This is an optimization exercise on Yosys and OpenROAD, whose aim is small area, not a production implementation.
In this exercise RTL edits were held to simulation tests only and were not proved equivalent to the original.
No activity file was given, so power comes from the tool's default toggle rates.

$ cat flow/config.mk
export PLATFORM = sky130hd
export DESIGN_NAME = aligner_tmr
export DESIGN_NICKNAME = aligner_tmr
export VERILOG_FILES = /design/flow/design.v
export SDC_FILE = /design/flow/constraint.sdc
export NUM_CORES = 4
export LEC_CHECK = 0
export CAP_MARGIN = 20
export CORE_MARGIN = 2
export CORE_UTILIZATION = 70
export SETUP_SLACK_MARGIN = 0.1
export SLEW_MARGIN = 20
$ cat flow/constraint.sdc
create_clock -name core_clock -period 8.0 [get_ports {clk}]
set_input_delay 1.6000 -clock core_clock [delete_from_list [all_inputs] [get_ports {clk}]]
set_output_delay 1.6000 -clock core_clock [all_outputs]
set_load 0.01 [all_outputs]
$ cat flow/design.v
`timescale 1ns/1ps
module fetch_aligner (
        input  logic        clk,
        input  logic        rst_n_i,
        input  logic        fetch_valid_i,
        input  logic [31:0] fetch_rdata_i,
        input  logic        if_valid_i,
        input  logic        branch_i,
        input  logic [31:0] branch_addr_i,
        output logic        ready_o,
        output logic        instr_valid_o,
        output logic [31:0] instr_o,
        output logic [31:0] pc_o
);
        localparam logic [1:0] ALIGNED           = 2'd0;
        localparam logic [1:0] MISALIGNED32      = 2'd1;
        localparam logic [1:0] MISALIGNED16      = 2'd2;
        localparam logic [1:0] BRANCH_MISALIGNED = 2'd3;
        logic [1:0]  state_q, state_d;
        logic [31:0] pc_q;
        logic [31:0] pc_inc;
        logic [31:3] ones;
        logic        c2;
        logic [15:0] held_q;
        logic [15:0] lo_h, hi_h;
        logic        lo_c, hi_c;
        logic        st_a, st_m32, st_m16, st_bm;
        logic        take, inc2, inc4, hold;
        assign lo_h = fetch_rdata_i[15:0];
        assign hi_h = fetch_rdata_i[31:16];
        assign lo_c = lo_h[1:0] != 2'b11;
        assign hi_c = hi_h[1:0] != 2'b11;
        assign st_a   = state_q == ALIGNED;
        assign st_m32 = state_q == MISALIGNED32;
        assign st_m16 = state_q == MISALIGNED16;
        assign st_bm  = state_q == BRANCH_MISALIGNED;
        assign ready_o       = ~st_m16;
        assign instr_valid_o = ~branch_i & (st_m16 | (fetch_valid_i & (~st_bm | hi_c)));
        assign take          = instr_valid_o & if_valid_i;
        assign instr_o[15:0]  = st_a ? lo_h : (st_bm ? hi_h : held_q);
        assign instr_o[31:16] = st_m32 ? lo_h : ((st_a & ~lo_c) ? hi_h : 16'h0000);
        assign pc_o           = pc_q;
        assign inc2 = take & ((st_a & lo_c) | st_m16 | st_bm);
        assign inc4 = take & ((st_a & ~lo_c) | st_m32);
        assign ones[3] = pc_q[2];
        for (genvar i = 4; i < 32; i++) begin : g_ones
                assign ones[i] = ones[i-1] & pc_q[i-1];
        end
        assign c2 = inc4 | (inc2 & pc_q[1]);
        assign pc_inc[0]    = pc_q[0];
        assign pc_inc[1]    = pc_q[1] ^ inc2;
        assign pc_inc[2]    = pc_q[2] ^ c2;
        assign pc_inc[31:3] = pc_q[31:3] ^ (ones & {29{c2}});
        always_comb begin
                state_d = state_q;
                if (branch_i) begin
                        state_d = branch_addr_i[1] ? BRANCH_MISALIGNED : ALIGNED;
                end else if (take) begin
                        if ((st_a & lo_c) | st_m32) begin
                                state_d = hi_c ? MISALIGNED16 : MISALIGNED32;
                        end else if (st_m16 | st_bm) begin
                                state_d = ALIGNED;
                        end
                end else if (st_bm & fetch_valid_i & ~hi_c) begin
                        state_d = MISALIGNED32;
                end
        end
        assign hold = (st_m32 | st_m16) & ~take;
        always_ff @(posedge clk) begin
                if (!rst_n_i) begin
                        state_q <= ALIGNED;
                        pc_q    <= '0;
                end else begin
                        state_q <= state_d;
                        pc_q    <= branch_i ? branch_addr_i : pc_inc;
                end
        end
        always_ff @(posedge clk) begin
                if (!hold) held_q <= hi_h;
        end
endmodule
`timescale 1ns/1ps
module breakage_monitor #(
        parameter int unsigned INCREMENT       = 3,
        parameter int unsigned DECREMENT       = 1,
        parameter int unsigned BREAK_THRESHOLD = 9,
        parameter int unsigned COUNT_W         = 5
) (
        input  logic clk,
        input  logic rst_n_i,
        input  logic err_detected_i,
        input  logic set_broken_i,
        output logic is_broken_o
);
        localparam logic [3:0] BROKEN = 4'hf;
        localparam logic [3:0] THR    = 4'(BREAK_THRESHOLD);
        logic [3:0] s_q, s_d;
        logic [4:0] sum;
        assign sum         = {1'b0, s_q} + 5'(INCREMENT);
        assign is_broken_o = s_q[3] & s_q[2];
        always_comb begin
                if (is_broken_o | set_broken_i | (s_q >= THR)) begin
                        s_d = BROKEN;
                end else if (err_detected_i) begin
                        s_d = (sum >= 5'(THR)) ? THR : sum[3:0];
                end else if (s_q == 4'd0) begin
                        s_d = 4'd0;
                end else begin
                        s_d = s_q - 4'(DECREMENT);
                end
        end
        always_ff @(posedge clk) begin
                if (!rst_n_i) begin
                        s_q <= '0;
                end else begin
                        s_q <= s_d;
                end
        end
endmodule
`timescale 1ns/1ps
module tmr_voter #(parameter int unsigned W = 66) (
        input  logic [3*W-1:0] vote_i, input  logic [2:0] broken_i,
        output logic [W-1:0] voted_o, output logic [2:0] block_err_o,
        output logic err_detected_o, output logic err_corrected_o);
        logic [W-1:0] v0, v1, v2;
        assign v0 = vote_i[0*W +: W];
        assign v1 = vote_i[1*W +: W];
        assign v2 = vote_i[2*W +: W];
        logic none, one, s0, s1, s2;
        assign none = broken_i == 3'b000;
        assign one  = (broken_i == 3'b001) | (broken_i == 3'b010) | (broken_i == 3'b100);
        assign s0 = ~none & (~broken_i[0] | (&broken_i));
        assign s1 = broken_i[0] & ~broken_i[1];
        assign s2 = broken_i[0] & broken_i[1] & ~broken_i[2];
        logic [2:0] odd, pair;
        assign pair = {odd[0] | odd[1], odd[0] | odd[2], odd[1] | odd[2]} & broken_i;
        assign err_corrected_o = none & (|odd);
        assign err_detected_o  = err_corrected_o | (one & (|pair));
        assign block_err_o     = none ? odd : ((one & (|pair)) ? ~broken_i : 3'b000);
        logic [W-1:0] d01, d12;
        assign d01 = v0 ^ v1; assign d12 = v1 ^ v2;
        assign odd[0] = |(d01 & ~d12);
        assign odd[1] = |(d01 & d12);
        assign odd[2] = |(~d01 & d12);
        assign voted_o = v1 ^ ((d01 & ({W{s0}} | ({W{none}} & d12))) | (d12 & {W{s2}}));
endmodule
`timescale 1ns/1ps
module aligner_tmr #(
        parameter int unsigned INCREMENT       = 3,
        parameter int unsigned DECREMENT       = 1,
        parameter int unsigned BREAK_THRESHOLD = 9,
        parameter int unsigned COUNT_W         = 5
) (
        input  logic        clk,
        input  logic        rst_n_i,
        input  logic [2:0]  fetch_valid_i,
        input  logic [95:0] fetch_rdata_i,
        input  logic [2:0]  if_valid_i,
        input  logic [2:0]  branch_i,
        input  logic [95:0] branch_addr_i,
        input  logic [2:0]  set_broken_i,
        output logic        ready_o,
        output logic        instr_valid_o,
        output logic [31:0] instr_o,
        output logic [31:0] pc_o,
        output logic [2:0]  is_broken_o,
        output logic        err_detected_o,
        output logic        err_corrected_o
);
        localparam int unsigned W = 66;
        logic [3*W-1:0] rep_out;
        logic [2:0]     block_err;
        for (genvar g = 0; g < 3; g++) begin : g_replica
                fetch_aligner i_aligner (
                        .clk           (clk),
                        .rst_n_i       (rst_n_i),
                        .fetch_valid_i (fetch_valid_i[g]),
                        .fetch_rdata_i (fetch_rdata_i[g*32 +: 32]),
                        .if_valid_i    (if_valid_i[g]),
                        .branch_i      (branch_i[g]),
                        .branch_addr_i (branch_addr_i[g*32 +: 32]),
                        .ready_o       (rep_out[g*W + 65]),
                        .instr_valid_o (rep_out[g*W + 64]),
                        .instr_o       (rep_out[g*W + 32 +: 32]),
                        .pc_o          (rep_out[g*W +: 32])
                );
                breakage_monitor #(
                        .INCREMENT       (INCREMENT),
                        .DECREMENT       (DECREMENT),
                        .BREAK_THRESHOLD (BREAK_THRESHOLD),
                        .COUNT_W         (COUNT_W)
                ) i_monitor (
                        .clk            (clk),
                        .rst_n_i        (rst_n_i),
                        .err_detected_i (block_err[g]),
                        .set_broken_i   (set_broken_i[g]),
                        .is_broken_o    (is_broken_o[g])
                );
        end
        tmr_voter #(.W(W)) i_voter (
                .vote_i          (rep_out),
                .broken_i        (is_broken_o),
                .voted_o         ({ready_o, instr_valid_o, instr_o, pc_o}),
                .block_err_o     (block_err),
                .err_detected_o  (err_detected_o),
                .err_corrected_o (err_corrected_o)
        );
endmodule
$ cat flow/flow/run.sh
#!/bin/bash
set -euo pipefail
HERE=$(pwd)
R=$HERE/orfs/results/sky130hd/aligner_tmr/base
YOSYS=$(command -v yosys || echo /OpenROAD-flow-scripts/tools/install/yosys/bin/yosys)
YABC=$(command -v yosys-abc || echo /OpenROAD-flow-scripts/tools/install/yosys/bin/yosys-abc)
export BUFFER_PORTS_ARGS="-buffer_cell sky130_fd_sc_hd__buf_1"
export CTS_ARGS="-sink_clustering_enable -repair_clock_nets -buf_list sky130_fd_sc_hd__clkbuf_8 -root_buf sky130_fd_sc_hd__clkbuf_8"

bash standard.sh synth > synth.log 2>&1

# Alternative synthesis
export REOPT_SCRIPT=$HERE/flow/area.abc
cat flow/abc_override.tcl synth_recipe.tcl > alt_synth.tcl
sed -e "s#WORK_HOME=[^ ]*#WORK_HOME=$HERE/alt#" \
    -e "s#SYNTH_SCRIPT=[^ ]*#SYNTH_SCRIPT=$HERE/alt_synth.tcl SYNTH_HIERARCHICAL=1#" \
    -e '/^if \[\[/,$d' standard.sh > alt_synth.sh
ALT=$HERE/alt/results/sky130hd/aligner_tmr/base/1_2_yosys.v
ok=0
if bash alt_synth.sh synth > alt_synth.log 2>&1 && [[ -f $ALT ]]; then
  ffl() { grep -E '^\s*sky130_fd_sc_hd__(e?df|dl|sdf|sedf)[a-z0-9_]* ' "$1" | awk '{t=$1; sub(/_[0-9]+$/,"",t); print $2, t}' | sort; }
  ffl $R/1_2_yosys.v > ff_std.txt
  ffl $ALT > ff_alt.txt
  export REOPT_LIB=$FLOW_HOME/platforms/sky130hd/lib/sky130_fd_sc_hd__tt_025C_1v80.lib
  export REOPT_IN=$R/1_2_yosys.v REOPT_OUT=$ALT
  export REOPT_FFMODELS=$HERE/flow/ffmodels.v REOPT_WORK=$HERE
  if [[ -s ff_std.txt ]] && cmp -s ff_std.txt ff_alt.txt \
     && $YOSYS -c flow/equiv.tcl > equiv.log 2>&1 \
     && $YABC -c "cec gold.blif gate.blif" > cec.log 2>&1 \
     && grep -q "Networks are equivalent" cec.log; then
    ok=1
  fi
fi
if [[ $ok == 1 ]]; then
  cp $R/1_2_yosys.v $R/1_2_yosys.std.v
  cp $ALT $R/1_2_yosys.v
  echo "alternative synthesis used" > choice.log
  bash standard.sh do-1_synth > synth_odb.log 2>&1
else
  echo "standard synthesis used" > choice.log
fi

bash standard.sh finish > layout.log 2>&1
$ cat flow/flow/abc_override.tcl
# Map the combinational logic with the script REOPT_SCRIPT instead of the
# flow's own, and leave adders to it too; everything else is as standard.
proc abc {args} {
  set i [lsearch -exact $args -script]
  if {$i >= 0} {
    set args [lreplace $args $i [expr {$i + 1}] -script $::env(REOPT_SCRIPT)]
  }
  yosys abc {*}$args
}
proc extract_fa {args} {}
$ cat flow/flow/area.abc
strash
dc2
dch -f
map -D 4000
topo
$ cat flow/flow/equiv.tcl
# Write REOPT_IN and REOPT_OUT as flattened BLIF with plain flip-flops, for
# a combinational equivalence check (ABC cec) with the registers paired by name.
yosys -import
set lib $::env(REOPT_LIB)
foreach {tag f} [list gold $::env(REOPT_IN) gate $::env(REOPT_OUT)] {
  design -reset
  read_liberty -ignore_miss_func $lib
  read_verilog -overwrite $::env(REOPT_FFMODELS)
  read_verilog $f
  hierarchy -top aligner_tmr
  flatten
  yosys proc
  techmap
  yosys rename -hide w:* w:*.Q %d x:* %d
  opt_clean -purge
  write_blif $::env(REOPT_WORK)/$tag.blif
}
$ cat flow/flow/ffmodels.v
module sky130_fd_sc_hd__dfxtp_1 (input CLK, input D, output reg Q);
  always @(posedge CLK) Q <= D;
endmodule
module sky130_fd_sc_hd__edfxtp_1 (input CLK, input D, input DE, output reg Q);
  always @(posedge CLK) if (DE) Q <= D;
endmodule
$ cat flow/standard.sh
#!/bin/bash
# synth_recipe.tcl (not shown) runs the flow's synth.tcl, then flattens the netlist and writes it again
# the make line also repeats each setting of config.mk as NAME=value (left out here)
make -C /OpenROAD-flow-scripts/flow DESIGN_CONFIG=/design/flow/config.mk WORK_HOME=/design/flow/orfs CLKGATE_MAP_FILE= SYNTH_SCRIPT=/design/flow/synth_recipe.tcl "${@:-finish}"
==> flow_metrics.tcl, run 1 <==
set metrics [dict create \
    firstDrtPassIters 8 \
    finalNonFillerCells 2190 \
    grt_pass1_wl_um 69100 \
    crit_fanout 16 \
    cts_buffers 17 \
    tightest_slew_ps 938 \
    pin_count 277 \
    clk_path_buf_depth 2 \
    crit_arrival_ps 6020 \
    period_needed_ps 7620 \
    fin_crit_sh_pct 95.3 \
    die_x_um 136 \
    p_leak_nw 5.47 \
    drive_gt1_share_pct 6.26 \
    pre_cts_ws_ps 616 \
    dp.cells 2159 \
    core_area_mm2 0.0172 \
    grt_util_all_layers_pct 48.0 \
    rsz0062_at_grt "no" \
    seqCellArea_mm2 0.00372 \
    setup_tns_ps 0 \
    clkSlewWorstSetupHoldPaths_ps 100 \
    die_y_um 136 \
    num_rows 48 \
    clk_latency_ps 490 \
    cts_setup_buffers 0 \
    status "no timing/DRC/antenna violations" \
    wl_per_cell_um 20.9 \
    hp-class "flop to flop" \
    netlist_instances 1643 \
    initial_utilization_pct 71.2 \
    post-route-drc-count 0 \
    dpl.hpwl_um 34300 \
    ir_worst_vdd_mv 0.152 \
    p_per_area_mw_per_mm2 200 \
    max_freq_mhz 131 \
    multi_input_area_mm2 0.00794 \
    hold_viol_final 0 \
    syn_nets 1849 \
    wl_um 45800 \
    slew_viol_final 0 \
    dr_total_vias 14500 \
    die-area_mm2 0.0186 \
    yosys_warnings 2 \
    start_kind "primary input" \
    nets 2159 \
    postCtsHoldBufs 0 \
    numPortBuffers 276 \
    drt-vias-per-instance 6.64 \
    htree_levels 4 \
    critPathCaptureType "output port" \
    setup_ws_ps 379 \
    overflow 0 \
    diodes 0 \
    drt-initial-drc-count 2114 \
    clockRootBuffer "clkbuf_8" \
    cts_sinks 162 \
    cp.required_ps 6400 \
    area_growth_pct 14.7 \
    grt_max_degree 103 \
    slew_headroom_pct 36.9 \
    gp_congestion 1.14 \
    syn_avg_cell_area_um2 7.47 \
    syn-cell-area_mm2 0.0123 \
    criticalPathCategory "primary input to output port" \
    finClkSkew_ps 22.2 \
    antenna_found_initial 0 \
    grt_pass1_vias 13100 \
    setup_violations 0 \
    fillers 1155 \
    ant_nets 0 \
    cts_tree "built" \
    post_cts_resized 0 \
    drv_cap 0 \
]
-- per-layer routing --
layer | share of wire, % | up-vias | global-route usage (%)
met2 | 43 | 1224 | 75.4
met1 | 36 | 6555 | 59.3
li1 | - | 6502 | -
met4 | 6.7 | 0 | 27.8
met3 | 14 | 265 | 12.9
met5 | 0 | - | 0
-- path summary, 6_finish.rpt --
| path | start | endpoint | slack [ps] | cells after the start |
|---|---|---|---|---|
| worst max-delay path | fetch_rdata_i[33] | err_detected_o | 380 | 16 |
| worst min-delay path | g_replica[0].i_aligner.pc_q[0] | g_replica[0].i_aligner.pc_q[0] | 500 | 2 |
| worst max register to register | g_replica[1].i_aligner.state_q[1] | g_replica[1].i_aligner.pc_q[31] | 830 | 29 |
| worst min register to register | g_replica[0].i_aligner.pc_q[0] | g_replica[0].i_aligner.pc_q[0] | 500 | 2 |
-- power by group --
group          leakage, nW  internal, mW  switching, mW
combinational         3.85         0.403          0.831
clock                0.177         0.227          0.359
sequential            1.44         0.922         0.0780
-- metrics by stage --
stage	power (mW)	util, %	hold slack [ps]	cell area, µm²
after detailed placement	2.17	79.6	484	13700
after floorplan	1.76	-	444	12300
after CTS	2.74	81.6	498	14100
after global routing	2.92	81.6	520	14100
final	2.82	81.6	500	14100
after global placement	2.15	79.6	471	13700
-- state kept, by name, summed over array words and instances, names as in the netlist --
| name | count |
|---|---|
| g_replica.i_aligner.held_q | 48 |
| g_replica.i_aligner.pc_q | 96 |
| g_replica.i_aligner.state_q | 6 |
| g_replica.i_monitor.s_q | 12 |
-- area by class of cell --
| type | instances | share of cell area, % |
|---|---|---|
| Clock inverter | 13 | 0.711 |
| Multi-Input combinational cell | 1313 | 56.4 |
| Timing Repair Buffer | 291 | 8.17 |
| Inverter | 168 | 4.48 |
| Sequential cell | 162 | 26.5 |
| Clock buffer | 18 | 1.76 |
| Tap cell | 225 | 2.00 |
-- cells in the final DEF (no fill, tap or decap), types with 15 or more instances in the layout --
cell type	instances
nand2_1	311
buf_1	275
xor2_1	208
a21oi_1	171
clkinv_1	168
a22oi_1	134
dfxtp_1	114
o21ai_0	113
nor2_1	81
or2_2	54
edfxtp_1	48
a32o_1	41
xnor2_1	30
nand3_1	25
o22ai_1	24
nand4_1	24
o211ai_1	19
clkbuf_8	18
buf_4	15
-- worst max-delay path, stage by stage --
cell and delay (ps):
buf_1 130, nand2_1 90, nor2_1 120, buf_4 230, clkinv_1 150, o21ai_0 760
xor2_1 340, o22ai_1 130, nor3_1 280, nand4_1 150, nor4_1 790, a21oi_1 130
or3_2 500, and2_2 200, or2_2 270, buf_1 130
==> run 2: changes to the inputs <==
--- a/flow/flow/run.sh
+++ b/flow/flow/run.sh
@@ -12,4 +12,5 @@
 # Alternative synthesis
 export REOPT_SCRIPT=$HERE/flow/area.abc
+export REOPT_SCRIPT_TIMED=$HERE/flow/timed.abc
 cat flow/abc_override.tcl synth_recipe.tcl > alt_synth.tcl
 sed -e "s#WORK_HOME=[^ ]*#WORK_HOME=$HERE/alt#" \
==> flow/flow/abc_override.tcl (replaced) <==
# Map the combinational logic with our own ABC scripts instead of the flow's:
# REOPT_SCRIPT_TIMED (delay-bounded) for the aligner copies, whose PC carry
# chain sits on the longest path, and REOPT_SCRIPT (area) for the rest.
# Adders are left to ABC too; everything else is as standard.
proc abc {args} {
  set i [lsearch -exact $args -script]
  if {$i >= 0} {
    set args [lreplace $args $i [expr {$i + 1}]]
  }
  yosys abc {*}$args -script $::env(REOPT_SCRIPT_TIMED) *fetch_aligner*
  yosys abc {*}$args -script $::env(REOPT_SCRIPT) *fetch_aligner* %n
}
proc extract_fa {args} {}
==> flow/flow/area.abc (replaced) <==
strash
dc2
dch -f
amap -m -A 10 -F 3
topo
==> flow/flow/timed.abc (new file) <==
strash
dc2
dch -f
map -D 4000
topo
==> flow_metrics.tcl, run 2 <==
set metrics [dict create \
    post_cts_resized 0 \
    max_stage_delay_ps 760 \
    drive_gt1_share_pct 2.88 \
    cts_sinks 162 \
    path_cells "clkinv_1 -> nor2_2 -> a22oi_1 -> nand2_1 -> a21oi_1 -> clkinv_1 -> o22ai_1 -> a2111oi_0 -> nand4_1 -> nor3_1 -> nor2b_1 -> nor2_1 -> nor3_1 -> nor3_1 -> or2_0 -> buf_1" \
    die-area_mm2 0.0182 \
    drt-vias-per-instance 6.74 \
    wl_per_cell_um 20.1 \
    cp_slowest_cell "dfxtp_1" \
    final_cell_area_mm2 0.0138 \
    power.switching_mw 1.24 \
    hp-class "flop to flop" \
    post-route-drc-count 0 \
    clockRootBuffer "clkbuf_8" \
    cp.required_ps 6400 \
    sw_frac_of_total_pct 45.3 \
    largest-register "g_replica.i_aligner.pc_q" \
    finClkSkew_ps 14.4 \
    tightest_slew_ps 1090 \
    p_int_mw 1.49 \
    setup_tns_ps 0 \
    final_core_util_pct 82.9 \
    initial_utilization_pct 72.1 \
    drt-initial-drc-count 2860 \
    syn_avg_cell_area_um2 6.82 \
    yosys_warnings 2 \
    netlist_instances 1758 \
    largest_reg_flops 96 \
    criticalPathCategory "flop to output port" \
    layout_common_cells "buf_1, o21ai_0, nand2_1" \
    area_growth_pct 15.1 \
    wl_um 46200 \
    cts_buffers 17 \
    slew_headroom_pct 26.5 \
    numPortBuffers 276 \
    pwr-share-seq_pct 36.6 \
    syn_nets 1964 \
    p_leak_nw 4.59 \
    gp_congestion 1.16 \
    rsz0062_at_grt "no" \
    crit_fanout 18 \
    largest_registers "g_replica.i_aligner.pc_q (96), g_replica.i_aligner.held_q (48), g_replica.i_monitor.s_q (12)" \
    final_common_cell "buf_1" \
    pre_cts_ws_ps 875 \
    grt_max_degree 103 \
    cp_common_cell "nor3_1" \
    critPathCaptureType "output port" \
    htree_levels 4 \
    overflow 0 \
    grt_util_all_layers_pct 49.0 \
    clk_path_buf_depth 2 \
    grt_pass1_wl_um 69500 \
    dr_total_vias 15500 \
    dpl.hpwl_um 34000 \
    cts_tree "built" \
    period_needed_ps 7180 \
    antenna_found_initial 0 \
    ant_nets 0 \
    pin_count 277 \
    nets 2273 \
    cts_setup_buffers 0 \
    start_kind "flop" \
    ir_worst_vdd_mv 0.134 \
    diodes 0 \
    slew_viol_final 0 \
    die_y_um 135 \
    drv_cap 0 \
    clk_latency_ps 500 \
    hold_viol_final 0 \
    num_rows 47 \
    die_x_um 135 \
    status "no timing/DRC/antenna violations" \
    crit_arrival_ps 5580 \
    fin_crit_sh_pct 89.7 \
    placed_area_mm2 0.0134 \
    setup_violations 0 \
    max_freq_mhz 139 \
    syn-cell-area_mm2 0.0120 \
    p_per_area_mw_per_mm2 198 \
    firstDrtPassIters 12 \
    p_comb_share_pct 41.6 \
    core_area_mm2 0.0166 \
    grt_pass1_vias 13600 \
    setup_ws_ps 825 \
    clkSlewWorstSetupHoldPaths_ps 100 \
    pwr-share-clk_pct 21.8 \
    postCtsHoldBufs 0 \
]
==> run 2: area by class of cell <==
type                            count  area, µm²
Fill cell                        1161       2840
Timing Repair Buffer              290       1140
Sequential cell                   162       3720
Tap cell                          220        275
Inverter                          197        739
Clock inverter                     14        119
Clock buffer                       18        248
Multi-Input combinational cell   1399       7550
==> run 2: worst paths after layout <==
path | end | slack, ps | depth (start not counted) | start
setup / recovery | err_detected_o | 820 | 16 | g_replica[1].i_aligner.state_q[0]
hold / removal | g_replica[0].i_aligner.pc_q[0] | 550 | 2 | g_replica[0].i_aligner.pc_q[0]
setup reg to reg | g_replica[1].i_aligner.pc_q[31] | 1150 | 29 | g_replica[1].i_aligner.state_q[1]
hold reg to reg | g_replica[0].i_aligner.pc_q[0] | 550 | 2 | g_replica[0].i_aligner.pc_q[0]
==> run 2: stage by stage <==
| step | hold WS [ps] | std cells | power (mW) |
|---|---|---|---|
| 3_3_place_gp | 505 | 2268 | 2.04 |
| 2_1_floorplan | 449 | 1758 | 1.68 |
| 5_1_grt | 567 | 2300 | 2.82 |
| 4_1_cts | 535 | 2300 | 2.64 |
| 3_5_place_dp | 518 | 2268 | 2.06 |
| 6_report | 553 | 2300 | 2.73 |
==> run 2: power groups by stage <==
stage	sequential (mW)	combinational, mW	clock [mW]
2_1_floorplan	0.995	0.682	0
3_3_place_gp	1.01	1.03	0
3_5_place_dp	1.01	1.05	0
4_1_cts	0.996	1.06	0.585
5_1_grt	1.01	1.20	0.618
6_report	1.00	1.14	0.595
==> run 2: per-layer routing <==
| metal | vias up | share of wire, % | GRT usage, % |
|---|---|---|---|
| met3 | 312 | 16 | 16.2 |
| met4 | 0 | 7.1 | 26.3 |
| met1 | 6767 | 34 | 59.3 |
| met2 | 1371 | 43 | 77.6 |
| met5 | - | 0 | 0 |
| li1 | 7052 | - | - |
==> run 2: worst max-delay path, delay by kind of cell, from the launching register on <==
kind	cells	cell delay (ps)
simple gates	9	2650
buf+inv	3	480
compound gates	4	1200
flops	1	760
==> run 3: changes to the inputs <==
--- a/flow/flow/run.sh
+++ b/flow/flow/run.sh
@@ -6,5 +6,5 @@
 YABC=$(command -v yosys-abc || echo /OpenROAD-flow-scripts/tools/install/yosys/bin/yosys-abc)
 export BUFFER_PORTS_ARGS="-buffer_cell sky130_fd_sc_hd__buf_1"
-export CTS_ARGS="-sink_clustering_enable -repair_clock_nets -buf_list sky130_fd_sc_hd__clkbuf_8 -root_buf sky130_fd_sc_hd__clkbuf_8"
+export CTS_ARGS="-sink_clustering_enable -repair_clock_nets -buf_list sky130_fd_sc_hd__clkbuf_8 -root_buf sky130_fd_sc_hd__clkbuf_8 -dont_use_dummy_load"
 
 bash standard.sh synth > synth.log 2>&1
==> flow/flow/abc_override.tcl (replaced) <==
proc abc {args} {
  set i [lsearch -exact $args -script]
  if {$i >= 0} {
    set args [lreplace $args $i [expr {$i + 1}]]
  }
  yosys abc {*}$args -script $::env(REOPT_SCRIPT_TIMED) *fetch_aligner*
  yosys abc {*}$args -script $::env(REOPT_SCRIPT) *fetch_aligner* %n
}
proc extract_fa {args} {}
==> flow/flow/area.abc (replaced) <==
strash
ifraig
dc2
dch -f
amap -m -A 10 -F 3
topo
==> flow/flow/timed.abc (replaced) <==
strash
ifraig
dc2
dch -f
amap -m -A 10 -F 3
topo
--- a/flow/config.mk
+++ b/flow/config.mk
@@ -8,5 +8,5 @@
 export CAP_MARGIN = 20
 export CORE_MARGIN = 2
-export CORE_UTILIZATION = 70
+export CORE_UTILIZATION = 55
 export SETUP_SLACK_MARGIN = 0.1
 export SLEW_MARGIN = 20
==> flow_metrics.tcl, run 3 <==
set metrics [dict create \
    r2r_setup_slack_ps 2010 \
    wl_met3_um 5570 \
    crit_family "simple AND/OR/NAND/NOR gates" \
    final_core_util_pct 64.8 \
    p_leak_nw 4.75 \
    post_cts_resized 0 \
    period_needed_ps 7200 \
    ant_nets 0 \
    drt-vias-per-instance 6.25 \
    p_per_area_mw_per_mm2 183 \
    cp.required_ps 6400 \
    layout_common_cells "nor2_1, buf_1, o21ai_0" \
    cp.buffers_inverters 5 \
    grt_pass1_wl_um 70000 \
    rsz0062_at_grt "no" \
    firstDrtPassIters 7 \
    gp_congestion 1.07 \
    slew_headroom_pct 34.1 \
    core_area_mm2 0.0210 \
    slew_viol_final 0 \
    drive_gt1_share_pct 2.55 \
    crit_arrival_ps 5600 \
    ir_worst_vdd_mv 0.114 \
    critPathCaptureType "output port" \
    dr_total_vias 14700 \
    fillers 2060 \
    drt-initial-drc-count 1880 \
    netlist_instances 1758 \
    post-route-drc-count 0 \
    criticalPathCategory "flop to output port" \
    wl_met1_um 18600 \
    largest_registers "g_replica.i_aligner.pc_q (96), g_replica.i_aligner.held_q (48), g_replica.i_monitor.s_q (12)" \
    reg2reg_depth 28 \
    die_y_um 150 \
    overflow 0 \
    area_growth_pct 15.9 \
    hold_depth 1 \
    cts_buffers 17 \
    clkSlewWorstSetupHoldPaths_ps 70 \
    grt_util_all_layers_pct 40.0 \
    status "no timing/DRC/antenna violations" \
    hold_viol_final 0 \
    cts_sinks 162 \
    yosys_warnings 2 \
    clockRootBuffer "clkbuf_8" \
    die-area_mm2 0.0225 \
    fin_crit_sh_pct 90.0 \
    hp-class "flop to flop" \
    nets 2290 \
    setup_tns_ps 0 \
    crit_fanout 17 \
    cts_tree "built" \
    syn_avg_cell_area_um2 6.68 \
    num_rows 53 \
    cp_slowest_cell "nor4_1" \
    postCtsHoldBufs 0 \
    power_mw 2.49 \
    largest_reg_flops 96 \
    finClkSkew_ps 33.3 \
    cp.depth 18 \
    max_freq_mhz 139 \
    clk_latency_ps 490 \
    cts_setup_buffers 0 \
    syn-cell-area_mm2 0.0118 \
    tightest_slew_ps 983 \
    antenna_found_initial 0 \
    syn_nets 1964 \
    htree_levels 4 \
    numPortBuffers 276 \
    dp.cells 2340 \
    routed.top_layer "met4" \
    start_kind "flop" \
    dpl.hpwl_um 36000 \
    wl_met2_um 20400 \
    setup_violations 0 \
    die_x_um 150 \
    max_stage_delay_ps 760 \
    clk_path_buf_depth 2 \
    wl_um 46100 \
    wl_per_cell_um 19.6 \
    pin_count 277 \
    final_common_cell "nor2_1" \
    drv_cap 0 \
    diodes 0 \
    finalNonFillerCells 2357 \
    largest-register "g_replica.i_aligner.pc_q" \
    grt_pass1_vias 13000 \
    grt_max_degree 70 \
    path_cells "clkinv_1 -> nor2_1 -> buf_4 -> nor2_1 -> clkinv_1 -> a222oi_1 -> clkinv_1 -> o21ai_0 -> o22ai_1 -> nor4b_1 -> nand4_1 -> nor4_1 -> and2_0 -> nor2_1 -> nor3_1 -> nor3_1 -> or2_0 -> buf_1" \
    initial_utilization_pct 55.9 \
]
run 3: final cells by class:
cell class	count	area, µm²	area share, %
Multi-Input combinational cell	1411	7350	54.0
Sequential cell	162	3720	27.3
Timing Repair Buffer	307	1270	9.34
Inverter	185	694	5.10
Tap cell	275	344	2.53
Clock buffer	17	234	1.72
run 3: stage by stage:
stage	cell area, µm²	setup slack [ps]	hold slack [ps]
floorplan	11800	1910	512
global placement	13400	1000	533
detailed placement	13400	1040	542
CTS	13600	922	562
global route	13600	474	588
finish	13600	797	570
run 3: path summary, 6_finish.rpt:
check / start / to
max: g_replica[0].i_aligner.state_q[0] / err_detected_o
min: g_replica[0].i_aligner.pc_q[0] / g_replica[0].i_aligner.pc_q[0]
max reg2reg: g_replica[1].i_aligner.state_q[0] / g_replica[1].i_aligner.pc_q[31]
min reg2reg: g_replica[0].i_aligner.pc_q[0] / g_replica[0].i_aligner.pc_q[0]
run 3: worst register-to-register path, delay by kind of cell, from the launching register on:
kind / cells / cell delay (ps)
buffers and inverters: 4 / 400
flip-flops: 1 / 350
AO/OA/AOI/OAI: 4 / 900
AND/OR/NAND/NOR: 20 / 4240
run 3: power by group:
part	switching (mW)	internal, mW	total, mW
clock	0.288	0.188	0.476
sequential	0.0558	0.915	0.971
combinational	0.714	0.333	1.05
run 3: layer usage:
| layer | GRT usage (%) | up-vias |
|---|---|---|
| met5 | 0 | - |
| met4 | 14.1 | 0 |
| met3 | 9.52 | 105 |
| met2 | 62.9 | 914 |
| met1 | 53.8 | 6565 |
| li1 | - | 7146 |
==> run 4: changes to the inputs <==
--- a/flow/design.v
+++ b/flow/design.v
@@ -19,5 +19,7 @@
         logic [1:0]  state_q, state_d;
         logic [31:0] pc_q;
-        logic [31:0] pc_inc;
+        logic [31:2] pc_inc;
+        logic [31:2] pc_hi_q;
+        logic        pc0_q;
         logic [31:3] ones;
         logic        c2;
@@ -40,4 +42,5 @@
         assign instr_o[15:0]  = st_a ? lo_h : (st_bm ? hi_h : held_q);
         assign instr_o[31:16] = st_m32 ? lo_h : ((st_a & ~lo_c) ? hi_h : 16'h0000);
+        assign pc_q           = {pc_hi_q, ~st_a, pc0_q};
         assign pc_o           = pc_q;
         assign inc2 = take & ((st_a & lo_c) | st_m16 | st_bm);
@@ -48,6 +51,4 @@
         end
         assign c2 = inc4 | (inc2 & pc_q[1]);
-        assign pc_inc[0]    = pc_q[0];
-        assign pc_inc[1]    = pc_q[1] ^ inc2;
         assign pc_inc[2]    = pc_q[2] ^ c2;
         assign pc_inc[31:3] = pc_q[31:3] ^ (ones & {29{c2}});
@@ -70,8 +71,10 @@
                 if (!rst_n_i) begin
                         state_q <= ALIGNED;
-                        pc_q    <= '0;
+                        pc_hi_q <= '0;
+                        pc0_q   <= 1'b0;
                 end else begin
                         state_q <= state_d;
-                        pc_q    <= branch_i ? branch_addr_i : pc_inc;
+                        pc_hi_q <= branch_i ? branch_addr_i[31:2] : pc_inc;
+                        pc0_q   <= branch_i ? branch_addr_i[0] : pc0_q;
                 end
         end
==> flow_metrics.tcl, run 4 <==
set metrics [dict create \
    slew_viol_final 0 \
    wl_um 45700 \
    grt_pass1_vias 13100 \
    cp.buffers_inverters 4 \
    largest_registers "g_replica.i_aligner.pc_hi_q (90), g_replica.i_aligner.held_q (48), g_replica.i_monitor.s_q (12)" \
    cts_setup_buffers 0 \
    postCtsHoldBufs 0 \
    finClkSkew_ps 36.3 \
    p_leak_nw 4.71 \
    period_needed_ps 7340 \
    area_growth_pct 15.6 \
    clk_path_buf_depth 2 \
    hp-class "flop to flop" \
    max_stage_delay_ps 770 \
    largest_reg_flops 90 \
    firstDrtPassIters 8 \
    dr_total_vias 14700 \
    crit_family "simple AND/OR/NAND/NOR gates" \
    hold_viol_final 0 \
    grt_pass1_wl_um 69300 \
    netlist_instances 1746 \
    p_per_area_mw_per_mm2 183 \
    setup_tns_ps 0 \
    die-area_mm2 0.0224 \
    status "no timing/DRC/antenna violations" \
    cp.required_ps 6400 \
    syn_nets 1952 \
    htree_levels 4 \
    final_cell_area_mm2 0.0135 \
    ant_nets 0 \
    critPathCaptureType "output port" \
    fin_crit_sh_pct 91.7 \
    clk_latency_ps 480 \
    initial_utilization_pct 55.8 \
    num_rows 53 \
    numPortBuffers 276 \
    post-route-drc-count 0 \
    placed_area_mm2 0.0132 \
    drive_gt1_share_pct 2.38 \
    largest-register "g_replica.i_aligner.pc_hi_q" \
    syn_avg_cell_area_um2 6.67 \
    nets 2271 \
    core_area_mm2 0.0209 \
    crit_fanout 6 \
    max_freq_mhz 136 \
    slew_headroom_pct 31.8 \
    criticalPathCategory "primary input to output port" \
    post_cts_resized 0 \
    die_x_um 150 \
    cts_tree "built" \
    drv_cap 0 \
    grt_util_all_layers_pct 39.9 \
    gp_congestion 1.03 \
    syn-cell-area_mm2 0.0117 \
    clockRootBuffer "clkbuf_8" \
    cts_sinks 159 \
    die_y_um 150 \
    tightest_slew_ps 1020 \
    finalNonFillerCells 2338 \
    antenna_found_initial 0 \
    drt-initial-drc-count 1784 \
    wl_per_cell_um 19.5 \
    overflow 0 \
    dp.cells 2321 \
    yosys_warnings 2 \
    drt-vias-per-instance 6.27 \
    ir_worst_vdd_mv 0.103 \
    fillers 2012 \
    cts_buffers 17 \
    setup_violations 0 \
    power_mw 2.47 \
    start_kind "primary input" \
    path_cells "buf_1 -> clkinv_1 -> nor2_1 -> clkinv_1 -> o22ai_1 -> nor2_1 -> a21oi_1 -> o22ai_1 -> nor4b_1 -> nand4_1 -> nor4_1 -> and2_0 -> nor2_1 -> nor3_1 -> nor3_1 -> or2_0 -> buf_1" \
    cp_slowest_cell "nor4_1" \
    crit_arrival_ps 5740 \
    rsz0062_at_grt "no" \
    clkSlewWorstSetupHoldPaths_ps 60 \
    grt_max_degree 70 \
    pin_count 277 \
    cp_common_cell "nor2_1" \
    layout_common_cells "nor2_1, buf_1, o21ai_0" \
    dpl.hpwl_um 36000 \
    final_common_cell "nor2_1" \
    diodes 0 \
]
==> run 4: power breakdown <==
part	internal (mW)	switching (mW)	leakage [nW]	total, mW
logic	0.331	0.716	3.18	1.05
registers	0.899	0.0526	1.41	0.952
clock network	0.188	0.281	0.122	0.468
total	1.42	1.05	4.71	2.47
==> run 4: area by class of cell <==
cell class,instances,area (µm²),area share (%)
Tap cell,275,344,2.56
Multi-Input combinational cell,1399,7290,54.1
Clock buffer,17,234,1.74
Inverter,185,694,5.16
Sequential cell,159,3660,27.2
Timing Repair Buffer,303,1240,9.23
==> run 4: stage by stage <==
stage	setup slack, ps	utilization, %	hold slack (ps)
2_1_floorplan	1780	-	497
3_3_place_gp	976	63.3	541
3_5_place_dp	917	63.3	553
4_1_cts	905	64.5	568
5_1_grt	436	64.5	601
6_report	661	64.5	569
==> run 4: final timing paths <==
check | startpoint | endpoint | slack [ps] | cells past startpoint
worst max-delay path | fetch_rdata_i[33] | err_detected_o | 660 | 17
worst min register to register | g_replica[1].i_aligner.state_q[0] | g_replica[1].i_aligner.state_q[0] | 570 | 1
worst max register to register | g_replica[1].i_aligner.state_q[1] | g_replica[1].i_aligner.pc_hi_q[31] | 2040 | 28
worst min-delay path | g_replica[1].i_aligner.state_q[0] | g_replica[1].i_aligner.state_q[0] | 570 | 1
==> run 4: worst register-to-register path: cells and delay by family (launching register included) <==
| family | cells | cell delay (ps) |
|---|---|---|
| AOI/OAI and AO/OA | 3 | 350 |
| buffers and inverters | 4 | 420 |
| DFF | 1 | 330 |
| and+or+nand+nor | 21 | 4760 |
==> run 4: metal layers <==
layer	vias to the layer above	wire [µm]	GRT usage, %
met4	0	2740	20.3
met2	951	20000	63.3
met3	175	5120	8.23
met1	6453	17800	51.4
li1	7089	-	-
met5	-	0	0
==> run 5: changes to the inputs <==
--- a/flow/config.mk
+++ b/flow/config.mk
@@ -9,4 +9,5 @@
 export CORE_MARGIN = 2
 export CORE_UTILIZATION = 55
+export GPL_TIMING_DRIVEN = 0
 export SETUP_SLACK_MARGIN = 0.1
 export SLEW_MARGIN = 20
==> flow_metrics.tcl, run 5 <==
set metrics [dict create \
    drv_cap 0 \
    criticalPathCategory "primary input to output port" \
    die_x_um 150 \
    area_growth_pct 15.7 \
    cts_tree "built" \
    drt-vias-per-instance 6.27 \
    layout_common_cells "nor2_1, buf_1, o21ai_0" \
    pre_cts_ws_ps 358 \
    hp-class "flop to flop" \
    grt_pass1_wl_um 67100 \
    wl_per_cell_um 19.3 \
    slew_viol_final 0 \
    grt_util_all_layers_pct 38.7 \
    pin_count 277 \
    antenna_found_initial 0 \
    largest-register "g_replica.i_aligner.pc_hi_q" \
    gp_congestion 0.983 \
    final_common_cell "nor2_1" \
    critPathCaptureType "output port" \
    yosys_warnings 2 \
    ir_worst_vdd_mv 0.120 \
    slew_headroom_pct 26.8 \
    clkSlewWorstSetupHoldPaths_ps 70 \
    period_needed_ps 7430 \
    drive_gt1_share_pct 2.25 \
    initial_utilization_pct 55.8 \
    dpl.hpwl_um 35300 \
    grt_pass1_vias 12800 \
    cts_buffers 17 \
    setup_violations 0 \
    syn_nets 1952 \
    core_area_mm2 0.0209 \
    firstDrtPassIters 8 \
    final_cell_area_mm2 0.0135 \
    largest_reg_flops 90 \
    overflow 0 \
    fin_crit_sh_pct 92.8 \
    setup_ws_ps 574 \
    num_rows 53 \
    netlist_instances 1746 \
    numPortBuffers 276 \
    p_per_area_mw_per_mm2 182 \
    clk_latency_ps 480 \
    finClkSkew_ps 29.4 \
    cts_sinks 159 \
    diodes 0 \
    placed_area_mm2 0.0132 \
    wl_um 44900 \
    drt-initial-drc-count 1604 \
    p_leak_nw 4.68 \
    final_core_util_pct 64.5 \
    crit_arrival_ps 5830 \
    hold_viol_final 0 \
    power_mw 2.46 \
    rsz0062_at_grt "no" \
    clk_path_buf_depth 2 \
    nets 2255 \
    die-area_mm2 0.0224 \
    crit_fanout 15 \
    max_freq_mhz 135 \
    cts_setup_buffers 0 \
    clockRootBuffer "clkbuf_8" \
    htree_levels 4 \
    syn-cell-area_mm2 0.0117 \
    status "no timing/DRC/antenna violations" \
    post-route-drc-count 0 \
    die_y_um 150 \
    syn_avg_cell_area_um2 6.67 \
    tightest_slew_ps 1090 \
    start_kind "primary input" \
    largest_registers "g_replica.i_aligner.pc_hi_q (90), g_replica.i_aligner.held_q (48), g_replica.i_monitor.s_q (12)" \
    grt_max_degree 48 \
    ant_nets 0 \
    cp.required_ps 6400 \
    dr_total_vias 14600 \
    postCtsHoldBufs 0 \
]
==> run 5: cell count changes in the layout (fill, tap and decap cells not counted), sizes merged <==
cell	previous run	this run
clkbuf	20	18
clkinv	185	183
buf	300	286
inv	0	2
==> run 5: worst paths after layout <==
path | slack (ps) | cells after the start | end | from
worst max-delay path | 570 | 18 | err_detected_o | fetch_rdata_i[1]
worst min-delay path | 540 | 1 | g_replica[0].i_aligner.pc0_q | g_replica[0].i_aligner.pc0_q
worst max register to register | 1860 | 26 | g_replica[0].i_aligner.pc_hi_q[31] | g_replica[0].i_aligner.state_q[0]
worst min register to register | 540 | 1 | g_replica[0].i_aligner.pc0_q | g_replica[0].i_aligner.pc0_q
==> run 5: worst max-delay path: stages <==
cell and delay (ps):
buf_1 110, clkinv_1 130, nor2_2 550, clkinv_1 240, o21ai_0 490, o21ai_0 280
a22oi_1 290, nand3_1 110, a221oi_1 370, nand4b_1 200, nor4_1 300, nand4_1 280
clkinv_1 130, a21oi_1 70, nor3_1 210, nor3_1 100, or2_0 240, buf_1 130
==> run 5: what timing repair did <==
| item | 4_1_cts | 5_1_grt |
|---|---|---|
| resized for setup | 0 | 4 |
| hold endpoints to repair | 0 | 0 |
| setup endpoints to repair | 0 | 1 |
==> run 5: routing by layer <==
metal | global-route usage, % | vias to the layer above | routed length, µm
met4 | 20.6 | 0 | 2380
met3 | 5.76 | 138 | 4260
met2 | 62.9 | 846 | 20200
met5 | 0 | - | 0
li1 | - | 7046 | -
met1 | 49.8 | 6536 | 18000
==> run 5: layout make-up <==
class                      count  area, µm²
clock buffer                  17        234
timing repair buffer         284       1190
sequential                   159       3660
buffer                         3       22.5
tap                          275        344
fill                        2043       7410
inverter                     185        696
multi-input combinational   1399       7330
==> run 5: report_power, final <==
part	internal [mW]	switching (mW)	total, mW
Combinational	0.326	0.711	1.04
Sequential	0.899	0.0520	0.951
Clock	0.188	0.279	0.467
==> run 5: per-stage QoR <==
step / hold WS (ps) / std cells / TNS [ps]
floorplan: 497 / 1746 / 0
global placement: 513 / 2297 / -179
detailed placement: 515 / 2305 / 0
CTS: 540 / 2322 / 0
global route: 563 / 2322 / 0
finish: 544 / 2322 / 0
==> run 6: changes to the inputs <==
--- a/flow/design.v
+++ b/flow/design.v
@@ -122,13 +122,23 @@
 endmodule
 `timescale 1ns/1ps
-module tmr_voter #(parameter int unsigned W = 66) (
-        input  logic [3*W-1:0] vote_i, input  logic [2:0] broken_i,
-        output logic [W-1:0] voted_o, output logic [2:0] block_err_o,
-        output logic err_detected_o, output logic err_corrected_o);
+module tmr_voter #(
+        parameter int unsigned W = 66
+) (
+        input  logic [3*W-1:0] vote_i,
+        input  logic [2:0]     broken_i,
+        output logic [W-1:0]   voted_o,
+        output logic [2:0]     block_err_o,
+        output logic           err_detected_o,
+        output logic           err_corrected_o
+);
         logic [W-1:0] v0, v1, v2;
+        logic [W-1:0] d01, d12;
+        logic [2:0]   odd;
+        logic [2:0]   pair;
+        logic         none, one;
+        logic         s0, s1, s2;
         assign v0 = vote_i[0*W +: W];
         assign v1 = vote_i[1*W +: W];
         assign v2 = vote_i[2*W +: W];
-        logic none, one, s0, s1, s2;
         assign none = broken_i == 3'b000;
         assign one  = (broken_i == 3'b001) | (broken_i == 3'b010) | (broken_i == 3'b100);
@@ -136,15 +146,14 @@
         assign s1 = broken_i[0] & ~broken_i[1];
         assign s2 = broken_i[0] & broken_i[1] & ~broken_i[2];
-        logic [2:0] odd, pair;
+        assign d01 = v0 ^ v1;
+        assign d12 = v1 ^ v2;
+        assign odd[0] = |(d01 & ~d12);
+        assign odd[1] = |(d01 & d12);
+        assign odd[2] = |(~d01 & d12);
+        assign voted_o = v1 ^ ((d01 & ({W{s0}} | ({W{none}} & d12))) | (d12 & {W{s2}}));
         assign pair = {odd[0] | odd[1], odd[0] | odd[2], odd[1] | odd[2]} & broken_i;
         assign err_corrected_o = none & (|odd);
         assign err_detected_o  = err_corrected_o | (one & (|pair));
         assign block_err_o     = none ? odd : ((one & (|pair)) ? ~broken_i : 3'b000);
-        logic [W-1:0] d01, d12;
-        assign d01 = v0 ^ v1; assign d12 = v1 ^ v2;
-        assign odd[0] = |(d01 & ~d12);
-        assign odd[1] = |(d01 & d12);
-        assign odd[2] = |(~d01 & d12);
-        assign voted_o = v1 ^ ((d01 & ({W{s0}} | ({W{none}} & d12))) | (d12 & {W{s2}}));
 endmodule
 `timescale 1ns/1ps
--- a/flow/flow/run.sh
+++ b/flow/flow/run.sh
@@ -12,5 +12,4 @@
 # Alternative synthesis
 export REOPT_SCRIPT=$HERE/flow/area.abc
-export REOPT_SCRIPT_TIMED=$HERE/flow/timed.abc
 cat flow/abc_override.tcl synth_recipe.tcl > alt_synth.tcl
 sed -e "s#WORK_HOME=[^ ]*#WORK_HOME=$HERE/alt#" \
==> flow/flow/abc_override.tcl (replaced) <==
# Map the combinational logic with our own area-oriented ABC script
# (REOPT_SCRIPT) instead of the flow's delay-oriented one, and leave adders
# to ABC too. Everything else in synthesis is as standard.
proc abc {args} {
  set i [lsearch -exact $args -script]
  if {$i >= 0} {
    set args [lreplace $args $i [expr {$i + 1}]]
  }
  yosys abc {*}$args -script $::env(REOPT_SCRIPT)
}
proc extract_fa {args} {}
removed: flow/flow/timed.abc
==> flow_metrics.tcl, run 6 <==
set metrics [dict create \
    numPortBuffers 276 \
    wl_um 46200 \
    overflow 0 \
    pre_cts_ws_ps 313 \
    cp.buffers_inverters 4 \
    clockRootBuffer "clkbuf_8" \
    dp.cells 2302 \
    slew_headroom_pct 26.0 \
    ant_nets 0 \
    syn-cell-area_mm2 0.0117 \
    cts_setup_buffers 0 \
    hold_viol_final 0 \
    period_needed_ps 7570 \
    wl_per_cell_um 19.9 \
    critPathCaptureType "output port" \
    drv_cap 0 \
    cts_buffers 17 \
    final_core_util_pct 64.7 \
    worst_hold_slack_ps 540 \
    num_rows 53 \
    grt_pass1_wl_um 69100 \
    grt_max_degree 72 \
    largest_registers "g_replica.i_aligner.pc_hi_q (90), g_replica.i_aligner.held_q (48), g_replica.i_monitor.s_q (12)" \
    start_kind "primary input" \
    antenna_found_initial 0 \
    placed_area_mm2 0.0133 \
    finClkSkew_ps 39.5 \
    dr_total_vias 14700 \
    cts_sinks 159 \
    drt-initial-drc-count 1840 \
    largest_reg_flops 90 \
    grt_pass1_vias 12900 \
    layout_common_cells "nor2_1, buf_1, clkinv_1" \
    pin_count 277 \
    max_stage_delay_ps 570 \
    fin_crit_sh_pct 94.7 \
    power_mw 2.50 \
    slew_viol_final 0 \
    setup_tns_ps 0 \
    crit_fanout 15 \
    cts_tree "built" \
    final_cell_area_mm2 0.0135 \
    crit_arrival_ps 5970 \
    crit_family "simple AND/OR/NAND/NOR gates" \
    setup_ws_ps 428 \
    path_cells "buf_1 -> clkinv_1 -> nor2_2 -> a22o_1 -> nor2_1 -> a21oi_1 -> clkinv_1 -> a21oi_1 -> o221ai_1 -> a2111oi_0 -> nand4_1 -> nor4b_1 -> nand4_1 -> nor2_1 -> o22a_1 -> o21ai_0 -> o2111ai_1 -> nand2b_1 -> buf_1" \
    p_per_area_mw_per_mm2 185 \
    setup_violations 0 \
    htree_levels 4 \
    cp_slowest_cell "nor2_2" \
    dpl.hpwl_um 36500 \
    clk_latency_ps 480 \
    tightest_slew_ps 1100 \
    syn_avg_cell_area_um2 6.68 \
    clk_path_buf_depth 2 \
    max_freq_mhz 132 \
    die_y_um 150 \
    firstDrtPassIters 7 \
    drt-vias-per-instance 6.34 \
    syn_nets 1950 \
    rsz0062_at_grt "no" \
    status "no timing/DRC/antenna violations" \
    area_growth_pct 15.9 \
    gp_congestion 1.08 \
    hp-class "flop to flop" \
    grt_util_all_layers_pct 40.1 \
    nets 2252 \
    clkSlewWorstSetupHoldPaths_ps 80 \
    die_x_um 150 \
    die-area_mm2 0.0224 \
    netlist_instances 1744 \
    cp.required_ps 6400 \
    yosys_warnings 2 \
    diodes 0 \
    criticalPathCategory "primary input to output port" \
    drive_gt1_share_pct 2.15 \
    ir_worst_vdd_mv 0.100 \
    initial_utilization_pct 55.8 \
    largest-register "g_replica.i_aligner.pc_hi_q" \
    final_common_cell "nor2_1" \
    core_area_mm2 0.0209 \
    post-route-drc-count 0 \
    p_leak_nw 4.65 \
    finalNonFillerCells 2319 \
]
[run 6: final timing paths]
kind	from	cells past startpoint	slack [ps]	endpoint
setup / recovery	fetch_rdata_i[65]	19	430	err_detected_o
hold / removal	g_replica[1].i_aligner.pc0_q	1	540	g_replica[1].i_aligner.pc0_q
setup reg to reg	g_replica[2].i_aligner.state_q[0]	26	1730	g_replica[2].i_aligner.pc_hi_q[31]
hold reg to reg	g_replica[1].i_aligner.pc0_q	1	540	g_replica[1].i_aligner.pc0_q
[run 6: final cells by class]
class / count / area [µm²]
buffer: 3 / 22.5
clock buffer: 17 / 234
fill: 2022 / 7380
inverter: 212 / 796
multi-input combinational: 1370 / 7240
sequential: 159 / 3660
tap: 275 / 344
timing repair buffer: 283 / 1200
[run 6: worst register-to-register path, cell delays in order (launching register included)]
cell	delay [ps]
dfxtp_1	410
clkinv_1	130
nor2_1	840
clkinv_1	370
nor2_1	240
clkinv_1	90
a21oi_1	160
nor2_1	120
nand2_1	200
nor2_1	180
and3_1	250
and3_1	200
and3_1	200
and3_1	200
and3_1	200
and3_1	190
and3_1	200
and3_1	200
and3_1	190
and3_1	200
and3_1	200
and3_1	220
and3_1	290
and3_1	270
nand2_1	120
o21ai_0	80
o221a_1	200
[run 6: power breakdown]
group          leakage, nW  switching (mW)  internal (mW)
registers             1.41          0.0522          0.899
clock network        0.122           0.293          0.188
logic                 3.13           0.738          0.326
[run 6: what timing repair did]
item	CTS	global route
gates resized for setup	0	1
endpoints found under the setup margin	0	1
hold endpoints to repair	0	0
hold buffers	0	0
[run 6: routing by layer]
metal  track usage, %  routed length, µm  vias to the layer above
met4             20.4               2480                        0
met5                0                  0                        -
li1                 -                  -                     7073
met3             6.52               4920                      143
met1             53.0              18500                     6538
met2             63.5              20300                      943
==> run 7: changes to the inputs <==
--- a/flow/config.mk
+++ b/flow/config.mk
@@ -8,6 +8,5 @@
 export CAP_MARGIN = 20
 export CORE_MARGIN = 2
-export CORE_UTILIZATION = 55
-export GPL_TIMING_DRIVEN = 0
+export CORE_UTILIZATION = 40
 export SETUP_SLACK_MARGIN = 0.1
 export SLEW_MARGIN = 20
==> flow_metrics.tcl, run 7 <==
set metrics [dict create \
    period_needed_ps 7110 \
    fin_crit_sh_pct 88.8 \
    clk_path_buf_depth 2 \
    wl_um 50700 \
    p_leak_nw 4.69 \
    dr_total_vias 14400 \
    r2r-end "g_replica[1].i_aligner.pc_hi_q[31]" \
    reg2reg_depth 28 \
    grt_util_all_layers_pct 32.0 \
    criticalPathCategory "primary input to output port" \
    htree_levels 4 \
    start_kind "primary input" \
    area_growth_pct 16.7 \
    cts_setup_buffers 0 \
    cp.required_ps 6400 \
    status "no timing/DRC/antenna violations" \
    clk_latency_ps 480 \
    drv_cap 0 \
    largest_reg_flops 90 \
    drt-initial-drc-count 1544 \
    gp_congestion 0.996 \
    clkSlewWorstSetupHoldPaths_ps 60 \
    max_freq_mhz 141 \
    syn_nets 1950 \
    layout_common_cells "nor2_1, buf_1, clkinv_1" \
    numPortBuffers 276 \
    largest_registers "g_replica.i_aligner.pc_hi_q (90), g_replica.i_aligner.held_q (48), g_replica.i_monitor.s_q (12)" \
    setup_tns_ps 0 \
    netlist_instances 1744 \
    syn-cell-area_mm2 0.0117 \
    dp.cells 2425 \
    pin_count 277 \
    ir_worst_vdd_mv 0.0870 \
    path_cells "buf_1 -> clkinv_1 -> nor2_1 -> buf_4 -> a22o_1 -> nor2_1 -> a21oi_1 -> clkinv_1 -> a21oi_1 -> o221ai_1 -> a2111oi_0 -> nand4_1 -> nor4b_1 -> nand4_1 -> nor2_1 -> o22a_1 -> o21ai_0 -> o2111ai_1 -> nand2b_1 -> buf_1" \
    cp_slowest_cell "a2111oi_0" \
    largest-register "g_replica.i_aligner.pc_hi_q" \
    nets 2267 \
    die_y_um 175 \
    drt-vias-per-instance 5.89 \
    critPathCaptureType "output port" \
    crit_family "compound AO/OA/AOI/OAI gates" \
    clockRootBuffer "clkbuf_8" \
    ant_nets 0 \
    dpl.hpwl_um 41100 \
    startpoint "fetch_rdata_i[65]" \
    finClkSkew_ps 26.3 \
    grt_pass1_vias 13200 \
    hp-class "flop to flop" \
    hold_viol_final 0 \
    diodes 0 \
    setup_violations 0 \
    crit_arrival_ps 5510 \
    postCtsHoldBufs 0 \
    pre_cts_ws_ps 1070 \
    grt_pass1_wl_um 75500 \
    post_cts_resized 0 \
    setup_ws_ps 895 \
    die-area_mm2 0.0305 \
    cp_common_cell "nor2_1" \
    post-route-drc-count 0 \
    finalNonFillerCells 2443 \
    final_core_util_pct 47.4 \
    cp.depth 20 \
    syn_avg_cell_area_um2 6.68 \
    drive_gt1_share_pct 2.33 \
    die_x_um 175 \
    core_area_mm2 0.0287 \
    firstDrtPassIters 9 \
    p_per_area_mw_per_mm2 185 \
    antenna_found_initial 0 \
    overflow 0 \
    tightest_slew_ps 1000 \
    wl_per_cell_um 20.8 \
    slew_headroom_pct 32.4 \
    grt_max_degree 67 \
    cp.buffers_inverters 5 \
    r2r_start "g_replica[1].i_aligner.state_q[0]" \
    cts_sinks 159 \
    yosys_warnings 2 \
    max_stage_delay_ps 580 \
    final_common_cell "nor2_1" \
    r2r_setup_slack_ps 2170 \
    cts_buffers 17 \
    rsz0062_at_grt "no" \
    num_rows 62 \
    initial_utilization_pct 40.6 \
    endpoint "err_detected_o" \
    cts_tree "built" \
    slew_viol_final 0 \
    crit_fanout 14 \
]
run 7: area by class of cell:
| type | count | area (µm²) |
|---|---|---|
| well taps | 384 | 480 |
| multi-input cells | 1370 | 7200 |
| inverters | 212 | 796 |
| flip-flops and latches | 159 | 3660 |
| fillers | 3119 | 15100 |
| repair buffers | 301 | 1230 |
| clock buffers | 17 | 234 |
run 7: how the worst min path moves through the flow:
stage	from	end	slack [ps]	cells past startpoint
2_1_floorplan	g_replica[0].i_aligner.pc0_q	g_replica[0].i_aligner.pc0_q	500	1
3_3_place_gp	g_replica[2].i_aligner.pc0_q	g_replica[2].i_aligner.pc0_q	540	1
3_5_place_dp	g_replica[2].i_aligner.pc0_q	g_replica[2].i_aligner.pc0_q	540	1
4_1_cts	g_replica[2].i_aligner.state_q[0]	g_replica[2].i_aligner.state_q[0]	570	1
5_1_grt	g_replica[2].i_aligner.pc0_q	g_replica[2].i_aligner.pc0_q	610	1
6_report	g_replica[2].i_aligner.state_q[0]	g_replica[2].i_aligner.state_q[0]	570	1
run 7: layer usage:
layer / vias to the layer above / GRT usage, % / wire length [µm]
li1: 7082 / - / -
met1: 6557 / 44.0 / 22500
met2: 683 / 50.8 / 22400
met3: 77 / 5.16 / 4250
met4: 0 / 11.5 / 1560
met5: - / 0 / 0
run 7: worst register-to-register path: cells and delay by family (launching register included):
| kind | cells | cell delay [ps] |
|---|---|---|
| and+or+nand+nor | 21 | 4600 |
| buffers and inverters | 4 | 420 |
| AOI/OAI and AO/OA | 3 | 340 |
| DFF | 1 | 350 |
run 7: where the power goes:
part           internal (mW)  total, mW  switching (mW)  leakage, nW
registers              0.899      0.953          0.0537         1.41
clock network          0.188      0.477           0.290        0.122
logic                  0.328       1.08           0.754         3.16
total                   1.41       2.51            1.10         4.69
run 7: metrics by stage:
| stage | instance area, µm² | hold WS (ps) | power (mW) |
|---|---|---|---|
| after global routing | 13600 | 606 | 2.65 |
| after CTS | 13600 | 570 | 2.50 |
| after global placement | 13400 | 540 | 2.02 |
| final | 13600 | 571 | 2.51 |
| after floorplan | 11700 | 497 | 1.59 |
| after detailed placement | 13400 | 541 | 2.02 |
==> run 8: changes to the inputs <==
==> flow/flow/area.abc (replaced) <==
strash
ifraig
dc2
dch -f
amap -m -A 20 -F 5 -C 1000
topo
==> flow_metrics.tcl, run 8 <==
set metrics [dict create \
    status "no timing/DRC/antenna violations" \
    final_core_util_pct 47.4 \
    clockRootBuffer "clkbuf_8" \
    finalNonFillerCells 2419 \
    setup_ws_ps 926 \
    syn_nets 1926 \
    power.switching_mw 1.12 \
    die_x_um 174 \
    ant_nets 0 \
    diodes 0 \
    setup_violations 0 \
    final_common_cell "nor2_1" \
    r2r-end "g_replica[1].i_aligner.pc_hi_q[31]" \
    rsz0062_at_grt "no" \
    numPortBuffers 276 \
    die-area_mm2 0.0304 \
    reg2reg_depth 25 \
    area_growth_pct 17.0 \
    seqCellArea_mm2 0.00366 \
    finClkSkew_ps 25.8 \
    num_rows 62 \
    overflow 0 \
    clkSlewWorstSetupHoldPaths_ps 80 \
    wl_um 53500 \
    final_cell_area_mm2 0.0136 \
    cts_sinks 159 \
    die_y_um 174 \
    fillers 3053 \
    yosys_warnings 2 \
    largest_reg_flops 90 \
    post_cts_resized 0 \
    criticalPathCategory "primary input to output port" \
    tightest_slew_ps 1110 \
    cts_setup_buffers 0 \
    post-route-drc-count 0 \
    placed_area_mm2 0.0133 \
    ir_worst_vdd_mv 0.0864 \
    htree_levels 4 \
    pre_cts_ws_ps 770 \
    setup_tns_ps 0 \
    pin_count 277 \
    cts_tree "built" \
    initial_utilization_pct 40.6 \
    hold_depth 1 \
    dp.cells 2402 \
    syn_avg_cell_area_um2 6.75 \
    p_int_mw 1.42 \
    slew_headroom_pct 25.5 \
    max_freq_mhz 141 \
    clk_latency_ps 470 \
    gp_congestion 0.985 \
    r2r_start "g_replica[1].i_aligner.state_q[0]" \
    hp-class "flop to flop" \
    nets 2243 \
    layout_common_cells "nor2_1, buf_1, clkinv_1" \
    drt-initial-drc-count 1835 \
    antenna_found_initial 0 \
    grt_max_degree 67 \
    worst_hold_slack_ps 566 \
    syn-cell-area_mm2 0.0116 \
    whs_endpoint "g_replica[0].i_aligner.pc0_q" \
    pwr-share-clk_pct 18.8 \
    drt-vias-per-instance 5.97 \
    cp_slowest_cell "nor3_2" \
    drv_cap 0 \
    grt_util_all_layers_pct 34.2 \
    p_per_area_mw_per_mm2 187 \
    p_leak_nw 4.62 \
    largest_registers "g_replica.i_aligner.pc_hi_q (90), g_replica.i_aligner.held_q (48), g_replica.i_monitor.s_q (12)" \
    critPathCaptureType "output port" \
    max_stage_delay_ps 580 \
    pwr-share-seq_pct 37.5 \
    dr_total_vias 14400 \
    core_area_mm2 0.0286 \
    grt_pass1_vias 12800 \
    p_comb_share_pct 43.7 \
    slew_viol_final 0 \
    firstDrtPassIters 6 \
    sw_frac_of_total_pct 44.2 \
    crit_arrival_ps 5470 \
    min-delay-start "g_replica[0].i_aligner.pc0_q" \
    largest-register "g_replica.i_aligner.pc_hi_q" \
    cts_buffers 17 \
    path_cells "buf_1 -> clkinv_1 -> nor3_2 -> buf_4 -> a22o_1 -> nand2_1 -> o21ai_0 -> o22ai_1 -> nor4_1 -> nand4_1 -> nor4_1 -> buf_4 -> a21oi_1 -> a21oi_1 -> o21ai_0 -> o2111ai_1 -> nand2b_1 -> buf_1" \
    clk_path_buf_depth 2 \
    power_mw 2.54 \
    wl_per_cell_um 22.1 \
    hold_viol_final 0 \
    crit_fanout 9 \
    grt_pass1_wl_um 78800 \
    period_needed_ps 7070 \
    netlist_instances 1720 \
    dpl.hpwl_um 43100 \
    cp.required_ps 6400 \
    start_kind "primary input" \
    drive_gt1_share_pct 2.56 \
    fin_crit_sh_pct 88.4 \
    postCtsHoldBufs 0 \
    r2r_setup_slack_ps 1940 \
    multi_input_area_mm2 0.00717 \
]
-- run 8: cell type report --
type                    count  area share (%)
multi-input cells        1346            52.8
flip-flops and latches    159            27.0
repair buffers            301            9.09
inverters                 212            5.86
well taps                 384            3.54
clock buffers              17            1.72
-- run 8: worst max path at each step --
stage	to	slack (ps)	from
6_report	err_detected_o	930	fetch_rdata_i[0]
2_1_floorplan	err_detected_o	1590	fetch_rdata_i[32]
3_5_place_dp	g_replica[1].i_aligner.pc_hi_q[31]	770	fetch_rdata_i[48]
4_1_cts	err_detected_o	1010	fetch_rdata_i[32]
5_1_grt	err_detected_o	560	g_replica[1].i_aligner.state_q[0]
3_3_place_gp	g_replica[1].i_aligner.pc_hi_q[31]	880	fetch_rdata_i[48]
-- run 8: power groups by stage --
stage	sequential [mW]	clock, mW	combinational [mW]
floorplan	0.952	0	0.649
global placement	0.967	0	1.08
detailed placement	0.968	0	1.08
CTS	0.950	0.489	1.08
global route	0.962	0.517	1.20
finish	0.952	0.476	1.11
-- run 8: metal layers --
layer | wire (µm) | track usage, % | share of wire [%] | vias up
met5 | 0 | 0 | 0 | -
met4 | 2170 | 13.5 | 4.0 | 0
met3 | 4670 | 5.47 | 8.7 | 81
met2 | 23000 | 52.1 | 43 | 794
met1 | 23700 | 48.3 | 44 | 6546
li1 | - | - | - | 7011
-- run 8: critical path: cells and delay by family --
family	cells	cell delay [ps]
AO/OA/AOI/OAI	7	1170
buffers and inverters	5	880
AND/OR/NAND/NOR	6	1810

[port drivers added, routing unchanged]
No port has a modelled driver above. Below, the same layouts with a new extraction and two added sets of constraints.
Step 1 (the two cells are an assumption about what drives the block):
set clk [get_ports {clk}]
set_driving_cell -lib_cell sky130_fd_sc_hd__clkbuf_16 $clk
set_driving_cell -lib_cell sky130_fd_sc_hd__buf_2 [delete_from_list [all_inputs] $clk]
Step 2 moves the port delays by t, midway between the first and last clock arrival at a register: inputs arrive t later, outputs are due t later. That takes back most of the time a late clock gives input paths.
Slacks: ideal / step 1 / step 2; pairs: ideal / step 1.
run	shift t [ns]	slack for setup (ns)	latest minus earliest clock arrival (ns)
run 1	0.522	0.379 / 0.336 / 0.243	0.023 / 0.022
run 2	0.536	0.825 / 0.779 / 0.649	0.014 / 0.015
run 3	0.516	0.797 / 0.749 / 0.856	0.037 / 0.037
run 4	0.511	0.661 / 0.625 / 0.625	0.042 / 0.042
run 5	0.508	0.574 / 0.550 / 0.550	0.040 / 0.041
run 6	0.510	0.428 / 0.404 / 0.404	0.040 / 0.040
run 7	0.516	0.895 / 0.863 / 0.863	0.027 / 0.027
run 8	0.502	0.926 / 0.904 / 0.662	0.030 / 0.030
After both steps setup and hold are still met in every run listed. The setup slack of run 8, which loses most, moves by -0.022 ns with the drivers and by -0.264 ns with both steps.
